This is an optimization exercise on Yosys and OpenROAD, whose aim is small area, a short achievable clock period and few clock cycles per item, not a production implementation. At most, simulation tests tie the RTL to the original design; equivalence was not proved. Power and IR drop assume default switching activity.

// luma_block_mean_mosaic
module luma_block_mean_mosaic (
  input  logic                           clk,
  input  logic                           rst_n,
  input  logic                           in_valid,
  output logic                           in_ready,
  input  logic [lbmm_pkg::PIX_W-1:0]     in_pixel,
  input  logic                           in_frame_start,
  output logic                           out_valid,
  input  logic                           out_ready,
  output logic [lbmm_pkg::COORD_W-1:0]   out_block_column,
  output logic [lbmm_pkg::COORD_W-1:0]   out_block_row,
  output logic [lbmm_pkg::MEAN_W-1:0]    out_mean_luma,
  output logic                           out_frame_last,
  input  logic                           cfg_valid,
  output logic                           cfg_ready,
  input  logic [lbmm_pkg::CFG_IDX_W-1:0] cfg_index,
  input  logic [lbmm_pkg::CFG_W-1:0]     cfg_data
);
  logic       consume, a_valid, a_first;
  logic [7:0] a_pixel;
  assign cfg_ready = 1'b1;
  lbmm_ctrl u_ctrl (
    .clk            (clk),
    .rst_n          (rst_n),
    .in_valid       (in_valid),
    .in_ready       (in_ready),
    .in_pixel       (in_pixel),
    .in_frame_start (in_frame_start),
    .consume        (consume),
    .a_valid        (a_valid),
    .a_pixel        (a_pixel),
    .a_first        (a_first)
  );
  lbmm_dp u_dp (
    .clk              (clk),
    .rst_n            (rst_n),
    .cfg_valid        (cfg_valid),
    .cfg_index        (cfg_index),
    .cfg_data         (cfg_data),
    .a_valid          (a_valid),
    .a_pixel          (a_pixel),
    .a_first          (a_first),
    .consume          (consume),
  ...
Size: ~1900 flip-flops.
Settings: LEC_CHECK=0, CAP_MARGIN=20, CORE_MARGIN=2, CORE_UTILIZATION=35, PLACE_DENSITY=0.5, SLEW_MARGIN=20, SYNTH_MEMORY_MAX_BITS=4096; clock period 12.0 ns.
run.sh (not shown) runs the stock make flow with config.mk's settings and CLKGATE_MAP_FILE= SYNTH_SCRIPT=/design/flow/synth_recipe.tcl, a recipe that flattens the netlist after the stock synthesis.
Edit:
==> flow/flow/run.sh (new file) <==
#!/bin/bash
# Standard ORFS layout, with repair_timing asked for extra setup margin so
# that it keeps improving paths well below the design's clock period.
set -euo pipefail
bash standard.sh SETUP_SLACK_MARGIN=8.0 finish > standard_flow.log 2>&1
==> flow/standard.sh (new file) <==
#!/bin/bash
# synth_recipe.tcl (not shown) runs the flow's synth.tcl, then flattens the netlist and writes it again
# the make line also repeats each setting of config.mk as NAME=value (left out here)
make -C /OpenROAD-flow-scripts/flow DESIGN_CONFIG=/design/flow/config.mk WORK_HOME=/design/flow/orfs CLKGATE_MAP_FILE= SYNTH_SCRIPT=/design/flow/synth_recipe.tcl "${@:-finish}"
removed: flow/run.sh
Critical path depth went down by 17.
Total power hardly moves.
Routed wire length climbs by about 1%.
Die area is unchanged.
Combinational power goes up by about 4%.
Sequential cell count stays the same.
Worst hold slack is about the same.
Synthesized area does not change.
No run of this note included a check of the RTL's function; only the layout flow was run.


## run 1
Another version of the RTL of luma_block_mean_mosaic (not shown whole).
Size in the first run: about 58 I/O pins, ~0.056 mm^2 of cells after synthesis.
clock: 12.0 ns
lec_check: 0
cap_margin: 20
core_margin: 2
core_utilization: 80
cts_cluster_diameter: 100
cts_cluster_size: 25
place_density: 0.9
slew_margin: 20
synth_memory_max_bits: 4096
standard.sh (not shown) runs the stock make flow with config.mk's settings and CLKGATE_MAP_FILE= SYNTH_SCRIPT=/design/flow/synth_recipe.tcl, a recipe that flattens the netlist after the stock synthesis.
==> flow/flow/run.sh <==
#!/bin/bash
# Standard ORFS layout, with repair_timing asked for extra setup margin so
# that it keeps improving paths well below the design's clock period.
set -euo pipefail
bash standard.sh SETUP_SLACK_MARGIN=8.45 finish > standard_flow.log 2>&1
The flow ended early for run 1: it failed with a tool error in clock tree synthesis.
Testbench counts of run 1, summed over its fixed seeds: cycles 130,123, pixels 130,066.
Here is what was changed in the inputs of run 2 compared with run 1.
Settings: CTS_CLUSTER_DIAMETER now 80, was 100; CORE_UTILIZATION now 55, was 80; PLACE_DENSITY now 0.65, was 0.9; CTS_CLUSTER_SIZE now 30, was 25.
==> comparison <==
Run 2: done, clean on timing, DRC and antenna
Re post-synthesis cell type count: no difference whatsoever between run 1 and run 2.
Summary — vertical die dimension, run 2 relative to run 1: higher, by about 20%.
Between run 2 and run 1, the area share of and/or/nand/nor cells after synthesis does not differ in any meaningful way.
Run 1 → run 2: final RePlAce weighted congestion fell 0.030; number of buffers added for setup after CTS fell 22; post-cts sizing count fell about 40%; effective utilization at floorplan fell 25 points.
Summary of run 2 over run 1: post-place instance area went up, estimated wirelength of the detail-placed design decreased about 40%.
Diff run 2..run 1 | number of instances in the synthesized netlist | negligible
Placement row count went up by more than 10% going from run 1 to run 2.
The inputs of run 3 differ from those of run 2 as listed below.
Settings: CORE_UTILIZATION: 55 -> 70; CTS_CLUSTER_DIAMETER: 80 -> 100; PLACE_DENSITY: 0.65 -> 0.8; CTS_CLUSTER_SIZE: 30 -> 25.
--- outcome ---
Run 3 completed every stage of the flow, and the final layout passed the timing, DRC and antenna checks.
Internal portion of total power: run 3 and run 2 compared, lower one is run 2
Die span in y shrinks by more than 10% when moving from run 2 to run 3.
Compared with run 2, run 3 is the more power-hungry design.
Of run 3 and run 2, it is run 3 that has the lower hold slack.
Per the comparison of run 3 with run 2, area added between synthesis and finish went down 0.22 points; non-clock buffer count has decreased; utilization now larger.
Edits applied to the flow inputs when going from run 3 to run 4:
Settings: CORE_UTILIZATION changed from 70 to 55; CTS_CLUSTER_DIAMETER changed from 100 to 80; PLACE_DENSITY changed from 0.8 to 0.65; CTS_CLUSTER_SIZE changed from 25 to 30.
--- a/flow/flow/run.sh
+++ b/flow/flow/run.sh
@@ -5 +5 @@
-bash standard.sh SETUP_SLACK_MARGIN=8.45 finish > standard_flow.log 2>&1
+bash standard.sh SETUP_SLACK_MARGIN=8.6 finish > standard_flow.log 2>&1
==> comparison <==
Run 4 finished end to end and its layout was clean on timing, DRC and antenna. When run 4 is set beside run 3, its clock buffer count in the final layout turns out to be 20 smaller. [compare] base=run 3 new=run 4: shortest clock period the worst path allows after layout climbed 0.026 ns; routed wire length dropped 15000 um. Floorplan check, run 4 vs run 3: die outline larger in run 4. Min worst hold slack across run 3 and run 4: run 3. Reported for run 3 and run 4, critical path depth turned out identical to the last digit. Relative to run 3, the overall track demand over capacity in global routing of run 4 is lower by 7.9 points. Run 4 against run 3: final period utilization higher; sequential power level.

-- afterwards: timing with drivers on the ports --
Ports are ideal in the flow. The routed layouts listed here were re-timed in OpenROAD.
Step 1 sets driving cells, clkbuf_16 on the clock port and buf_2 on the other inputs (assumed; they add their load-dependent delay and slew).
Step 2 times the ports against the registers' clock, not the clock port: input delays grow and output delays shrink by t, the midpoint of the rising clock arrivals with the driver on.
Slacks: ideal / step 1 / step 2; pairs: ideal / step 1.
| run | t (ns) | slack for setup (ns) | hold WS [ns] | worst slew at a driven data input, ns |
|---|---|---|---|---|
| the first run of note 1 | 0.865 | 6.883 / 6.883 / 6.883 | 0.332 / 0.332 / 0.332 | 0.09 |
| the second run of note 1 | 0.865 | 8.077 / 8.000 / 8.113 | 0.332 / 0.332 / 0.332 | 0.09 |
| run 2 | 0.752 | 8.408 / 8.344 / 8.093 | 0.317 / 0.317 / 0.317 | 0.04 |
| run 3 | 0.744 | 8.438 / 8.371 / 8.059 | 0.304 / 0.304 / 0.304 | 0.04 |
| run 4 | 0.750 | 8.412 / 8.347 / 7.997 | 0.318 / 0.318 / 0.318 | 0.04 |
After both steps every run listed still meets setup and hold. For run 4, which loses most, drivers alone change the setup slack by -0.065 ns; drivers and shift together by -0.415 ns.
